Source: an optimization exercise on an open RTL-to-GDS flow (aim: a short achievable clock period and few clock cycles). Production flows keep margins and buffers that such runs may drop. Function was checked by simulation only, so behaviour that the tests miss may differ from the original. Power and IR drop assume default switching activity.

## job 1427
## curve_plotter_top
module curve_plotter_top (
    input  logic        clk,
    input  logic        rst,
    input  logic        clear,
    input  logic        wr_en,
    input  logic [16:0] wr_token,
    input  logic        start,
    input  logic [9:0]  x_pos,
    output logic        ready,
    output logic [8:0]  y_pos
);
clock: 9.0 ns
lec_check: 0
abc_clock_period_in_ps: 3500
cap_margin: 20
cell_pad_in_sites_detail_placement: 1
cell_pad_in_sites_global_placement: 2
core_margin: 2
core_utilization: 35
place_density: 0.5
setup_slack_margin: 5
slew_margin: 20
synth_memory_max_bits: 32768
run.sh (not shown) runs the stock make flow with config.mk's settings and CLKGATE_MAP_FILE= SYNTH_SCRIPT=/design/flow/synth_recipe.tcl, a recipe that flattens the netlist after the stock synthesis.
Job 1427 finished all stages; the layout is clean.
Testbench counts of job 1427, summed over its fixed seeds: cycles 69,364.
Changes in job 4009 relative to job 1427:
# job 1427
export LEC_CHECK = 0
export ABC_CLOCK_PERIOD_IN_PS = 3500
export CAP_MARGIN = 20
export CELL_PAD_IN_SITES_DETAIL_PLACEMENT = 1
export CELL_PAD_IN_SITES_GLOBAL_PLACEMENT = 2
export CORE_MARGIN = 2
export CORE_UTILIZATION = 35
export PLACE_DENSITY = 0.5
export SETUP_SLACK_MARGIN = 5
export SLEW_MARGIN = 20
export SYNTH_MEMORY_MAX_BITS = 32768
create_clock -name core_clock -period 9.0 [get_ports {clk}]
# job 4009
export LEC_CHECK = 0
export ABC_CLOCK_PERIOD_IN_PS = 3500
export CAP_MARGIN = 20
export CORE_MARGIN = 2
export CORE_UTILIZATION = 40
export PLACE_DENSITY = 0.5
export SLEW_MARGIN = 20
export SYNTH_MEMORY_MAX_BITS = 32768
create_clock -name core_clock -period 9.0 [get_ports {clk}]
==> flow/flow/run.sh (new file) <==
#!/bin/bash
set -euo pipefail
bash standard.sh SETUP_SLACK_MARGIN=5.4 finish > make.log 2>&1
==> flow/standard.sh (new file) <==
#!/bin/bash
# synth_recipe.tcl (not shown) runs the flow's synth.tcl, then flattens the netlist and writes it again
# the make line also repeats each setting of config.mk as NAME=value (left out here)
make -C /OpenROAD-flow-scripts/flow DESIGN_CONFIG=/design/flow/config.mk WORK_HOME=/design/flow/orfs CLKGATE_MAP_FILE= SYNTH_SCRIPT=/design/flow/synth_recipe.tcl "${@:-finish}"
removed: flow/run.sh
- Job 4009 against job 1427: number of iterations in the first detailed-routing pass +2; insertion delay of the later-clocked pin in the worst-skew pair increased 20 ps; number of placed cells counting well taps has decreased; area of the die now sits lower.
- Job 1427 has a lower total non-filler cell area in the finished layout than job 4009.
- Relative to job 1427, power density relative to cell area has decreased by about 2.6% in job 4009.
- Via count of job 4009 exceeds that of job 1427 slightly.
- In the flow results for job 1427 and job 4009, the initial antenna violation count is smaller on job 4009.
- Job 4009 against job 1427: ratio of final minimum period to clock period went down by 0.98 points, number of sinks on the clock net has remained practically unchanged, fraction of power spent switching nets lost 0.61 points.
- No run among job 1427 and job 4009 stopped early or left any final violation; all are clean.
#### Input delta (job 2823 over job 4009)
# job 4009
export LEC_CHECK = 0
export ABC_CLOCK_PERIOD_IN_PS = 3500
export CAP_MARGIN = 20
export CORE_MARGIN = 2
export CORE_UTILIZATION = 40
export PLACE_DENSITY = 0.5
export SLEW_MARGIN = 20
export SYNTH_MEMORY_MAX_BITS = 32768
create_clock -name core_clock -period 9.0 [get_ports {clk}]
# job 2823
export LEC_CHECK = 0
export ABC_CLOCK_PERIOD_IN_PS = 3500
export CAP_MARGIN = 20
export CORE_MARGIN = 2
export CORE_UTILIZATION = 40
export PLACE_DENSITY = 0.5
export SETUP_SLACK_MARGIN = 5
export SLEW_MARGIN = 20
export SYNTH_MEMORY_MAX_BITS = 32768
create_clock -name core_clock -period 9.0 [get_ports {clk}]
==> flow/run.sh (new file) <==
#!/bin/bash
# synth_recipe.tcl (not shown) runs the flow's synth.tcl, then flattens the netlist and writes it again
# the make line also repeats each setting of config.mk as NAME=value (left out here)
make -C /OpenROAD-flow-scripts/flow DESIGN_CONFIG=/design/flow/config.mk WORK_HOME=/design/flow/orfs CLKGATE_MAP_FILE= SYNTH_SCRIPT=/design/flow/synth_recipe.tcl finish
removed: flow/flow/run.sh
removed: flow/standard.sh
Results
Of job 4009 and job 2823, the run reporting the lower routed length on met1 was job 2823.
Wire length of job 2823 falls short of that of job 4009 slightly.
Job 2823: maximum clock frequency is about 0.4% lower than what job 4009 reported.
The first-iteration DRC count on job 2823 is in line with that on job 4009.
Job 4009 and job 2823 ended up with nearly the same final HPWL from detailed placement.
Taking job 4009 as the reference, in job 2823 power of the clock network essentially unchanged; proportion of power drawn by flip-flops and latches increased 1.1 points; sequential share of layout area increased 1.3 points.
Diff job 4009 and job 2823: multi-input gate share of total cell area higher in job 4009
Across both runs, worst path setup slack after routing was lower for job 2823 than for job 4009.

-- separate check: timing with driven ports --
The flow's constraints put no driver on any port. The routed layouts listed below were extracted and timed again, unchanged, in two steps. Step 1 (the two cells are an assumption about what drives the block):
set clk [get_ports {clk}]
set_driving_cell -lib_cell sky130_fd_sc_hd__clkbuf_16 $clk
set_driving_cell -lib_cell sky130_fd_sc_hd__buf_2 [delete_from_list [all_inputs] $clk]
Step 2 times the ports against the registers' clock, not the clock port: input delays grow and output delays shrink by t, the midpoint of the rising clock arrivals with the driver on. Three values: ideal ports, drivers, drivers and shift; two values: the first two.
| run | t (ns) | setup slack, ns | slew at the worst register clock pin (ns) |
|---|---|---|---|
| job 1427 | 1.054 | 4.769 / 4.769 / 3.930 | 0.07 / 0.07 |
| job 4009 | 1.070 | 4.857 / 4.857 / 4.374 | 0.07 / 0.07 |
| job 2823 | 1.051 | 4.841 / 4.841 / 3.881 | 0.07 / 0.07 |
After both steps setup and hold are still met in every run listed. For job 2823, which loses most, drivers alone change the setup slack by 0.000 ns; drivers and shift together by -0.960 ns.
